Background: an optimization exercise with open tools, aiming at small area. Do not read the settings as production practice. In this exercise RTL edits were held to simulation tests only and were not proved equivalent to the original. No activity file was given, so power comes from the tool's default toggle rates. The clock port is modelled as an ideal driver; clocking choices that lean on that would not hold on a real chip.

==> flow/design.v <==
module window_gen_top (
  input  logic         clk,
  input  logic         rst_n,
  input  logic         aclr,
  input  logic         ien,
  input  logic         isof,
  input  logic [9:0]   per_img_Y,
  output logic         oen,
  output logic [249:0] win_data,
  output logic [5:0]   win_row,
  output logic [5:0]   win_col,
  output logic         win_inside
);
  window_gen_kxk #(
    .DW(10), .K(5), .IMG_W(64), .IMG_H(48), .ZERO_PAD(1)
  ) u_core (
    .clk        (clk),
    .rst_n      (rst_n),
    .aclr       (aclr),
    .ien        (ien),
    .isof       (isof),
    .per_img_Y  (per_img_Y),
    .oen        (oen),
    .win_data   (win_data),
    .win_row    (win_row),
    .win_col    (win_col),
    .win_inside (win_inside)
  );
endmodule

package window_gen_kxk_pkg;
  localparam int ZP_RAW  = 0;   
  localparam int ZP_ZERO = 1;   
  function automatic integer tap_idx(input integer i, input integer j, input integer k);
    tap_idx = i * k + j;
  endfunction
  function automatic integer coord_w(input integer n);
    coord_w = (n > 2) ? $clog2(n) : 1;
  endfunction
endpackage
module line_delay #(
  parameter int DW    = 10,
  parameter int DEPTH = 64
)(
  input  logic          clk,
  input  logic          i_en,
  input  logic          i_en_n,
  input  logic [DW-1:0] i_din,
  output logic [DW-1:0] o_dout
);
  logic [DEPTH-1:0][DW-1:0] r_mem;
  always_ff @(posedge clk) begin
    r_mem[0] <= ~((r_mem[0] | {DW{i_en}}) & (i_din | {DW{i_en_n}}));
    for (int k = 1; k < DEPTH; k++)
      r_mem[k] <= ~((r_mem[k] | {DW{i_en}}) & (r_mem[k-1] | {DW{i_en_n}}));
  end
  assign o_dout = r_mem[DEPTH-1];
endmodule
module line_taps #(
  parameter int DW = 10,
  parameter int K  = 3
)(
  input  logic                  clk,
  input  logic                  i_en,
  input  logic                  i_en_n,
  input  logic [DW-1:0]         i_din,
  output logic [K-1:0][DW-1:0]  o_tap
);
  logic [K-1:0][DW-1:0] r_tap;
  always_ff @(posedge clk) begin
    r_tap[K-1] <= (r_tap[K-1] | {DW{i_en}}) & (i_din | {DW{i_en_n}});
    for (int j = 0; j < K - 1; j++)
      r_tap[j] <= (r_tap[j] | {DW{i_en}}) & (r_tap[j+1] | {DW{i_en_n}});
  end
  assign o_tap = r_tap;
endmodule
module window_gen_kxk #(
  parameter int DW       = 10,
  parameter int K        = 3,
  parameter int IMG_W    = 640,
  parameter int IMG_H    = 480,
  parameter int ZERO_PAD = window_gen_kxk_pkg::ZP_ZERO
)(
  input  logic                      clk,
  input  logic                      rst_n,
  input  logic                      aclr,
  input  logic                      ien,
  input  logic                      isof,
  input  logic [DW-1:0]             per_img_Y,
  output logic                      oen,
  output logic [K*K*DW-1:0]         win_data,
  output logic [window_gen_kxk_pkg::coord_w(IMG_H)-1:0] win_row,
  output logic [window_gen_kxk_pkg::coord_w(IMG_W)-1:0] win_col,
  output logic                      win_inside
);
  localparam int RW = window_gen_kxk_pkg::coord_w(IMG_H);
  localparam int CW = window_gen_kxk_pkg::coord_w(IMG_W);
  localparam logic [RW-1:0] LAST_ROW = RW'(IMG_H - 1);
  localparam logic [CW-1:0] LAST_COL = CW'(IMG_W - 1);
  logic [RW-1:0] r_orow, w_row;
  logic [CW-1:0] r_ocol, w_col;
  logic          r_oen;
  logic          r_vld;    
  logic          r_ph;     
  logic [K-1:0][K-1:0][DW-1:0] r_tap;    
  logic [K-2:0][DW-1:0]        w_dly;    
  always_comb begin
    w_row = r_orow;
    w_col = r_ocol + 1'b1;
    if (r_ocol == LAST_COL) begin
      w_col = '0;
      w_row = (r_orow == LAST_ROW) ? '0 : r_orow + 1'b1;
    end
    if (isof || !r_vld) begin
      w_row = '0;
      w_col = '0;
    end
  end
  genvar d;
  for (d = 1; d < K; d++) begin : g_dly
    line_delay #(.DW(DW), .DEPTH(IMG_W - K)) u_dly (
      .clk    (clk),
      .i_en   (ien),
      .i_en_n (~ien),
      .i_din  (r_tap[d][0] ^ {DW{r_ph}}),
      .o_dout (w_dly[d-1])
    );
  end
  always_ff @(posedge clk or negedge rst_n) begin
    if (!rst_n) r_ph <= 1'b0;
    else        r_ph <= ~r_ph;
  end
  logic [K-1:0][DW-1:0] w_tapin;    
  assign w_tapin[K-1] = ~per_img_Y;
  genvar t;
  for (t = 0; t < K; t++) begin : g_tap
    if (t < K - 1) begin : g_in
      assign w_tapin[t] = w_dly[t] ^ {DW{r_ph}};
    end
    line_taps #(.DW(DW), .K(K)) u_taps (
      .clk    (clk),
      .i_en   (ien),
      .i_en_n (~ien),
      .i_din  (w_tapin[t]),
      .o_tap  (r_tap[t])
    );
  end
  always_ff @(posedge clk or negedge rst_n) begin
    if (!rst_n) begin
      r_orow <= '0;
      r_ocol <= '0;
      r_oen  <= 1'b0;
      r_vld  <= 1'b0;
    end else if (aclr) begin
      r_orow <= '0;
      r_ocol <= '0;
      r_oen  <= 1'b0;
      r_vld  <= 1'b0;
    end else begin
      r_oen <= ien;
      if (ien) begin
        r_orow <= w_row;
        r_ocol <= w_col;
        r_vld  <= 1'b1;
      end
    end
  end
  genvar i, j;
  for (i = 0; i < K; i++) begin : g_row
    for (j = 0; j < K; j++) begin : g_col
      logic w_show;
      assign w_show = r_vld && (ZERO_PAD == window_gen_kxk_pkg::ZP_RAW ||
                      (int'(r_orow) >= K - 1 - i && int'(r_ocol) >= K - 1 - j));
      assign win_data[window_gen_kxk_pkg::tap_idx(i, j, K)*DW +: DW] =
        w_show ? ~r_tap[i][j] : '0;
    end
  end
  assign oen        = r_oen;
  assign win_row    = r_orow;
  assign win_col    = r_ocol;
  assign win_inside = (int'(r_orow) >= K - 1) && (int'(r_ocol) >= K - 1);
endmodule
==> flow/config.mk <==
export PLATFORM = sky130hd
export DESIGN_NAME = window_gen_top
export DESIGN_NICKNAME = window_gen_top
export VERILOG_FILES = /design/flow/design.v
export SDC_FILE = /design/flow/constraint.sdc
export NUM_CORES = 4
export LEC_CHECK = 0
export CAP_MARGIN = 20
export CORE_MARGIN = 2
export CORE_UTILIZATION = 80
export SLEW_MARGIN = 20
export SYNTH_HIERARCHICAL = 1
==> flow/constraint.sdc <==
create_clock -name core_clock -period 5.0 [get_ports {clk}]
set_input_delay 1.0000 -clock core_clock [delete_from_list [all_inputs] [get_ports {clk}]]
set_output_delay 1.0000 -clock core_clock [all_outputs]
set_load 0.01 [all_outputs]
standard.sh (not shown) runs the stock make flow with config.mk's settings and CLKGATE_MAP_FILE= SYNTH_SCRIPT=/design/flow/synth_recipe.tcl, a recipe that flattens the netlist after the stock synthesis.
==> flow/flow/run.sh <==
#!/bin/bash
set -euo pipefail
bash standard.sh \
  "CTS_ARGS=-sink_clustering_enable -repair_clock_nets -dont_use_dummy_load -sink_clustering_size 28 -sink_clustering_max_diameter 100" \
  "BUFFER_PORTS_ARGS=-buffer_cell sky130_fd_sc_hd__buf_1" \
  finish > standard_flow.log 2>&1
==> next run, changes <==
==> flow/flow/run.sh (replaced) <==
#!/bin/bash
set -euo pipefail
bash standard.sh \
  "CTS_ARGS=-sink_clustering_enable -repair_clock_nets -dont_use_dummy_load -sink_clustering_size 30 -sink_clustering_max_diameter 100" \
  "BUFFER_PORTS_ARGS=-buffer_cell sky130_fd_sc_hd__buf_1" \
  finish > standard_flow.log 2>&1
Sequential share of layout area went up by 0.13 points.
Hold slack got worse by 0.024 ns.
Register-to-register slack degrades by 0.09 ns.
Routed wire length went up slightly.
Sequential power is about the same.
Setup slack loses 0.013 ns.
Power drops slightly.

port drivers added, routing unchanged:
In the flow no input, the clock included, has a driving cell. The finished layouts below were timed again as built, in two steps.
Step 1 assumes that a clkbuf_16 drives the clock port and a buf_2 every other input.
Step 2 moves the port delays by t, midway between the first and last clock arrival at a register: inputs arrive t later, outputs are due t later. That takes back most of the time a late clock gives input paths.
Three values: no drivers, after step 1, after step 2; two values: the first two.
run | t, ns | setup WS [ns] | worst slew at a driven data input, ns
the first run | 0.766 | 0.696 / 0.614 / 1.380 | 0.04
the second run | 0.751 | 0.683 / 0.607 / 1.358 | 0.04
After both steps every run listed still meets setup and hold.
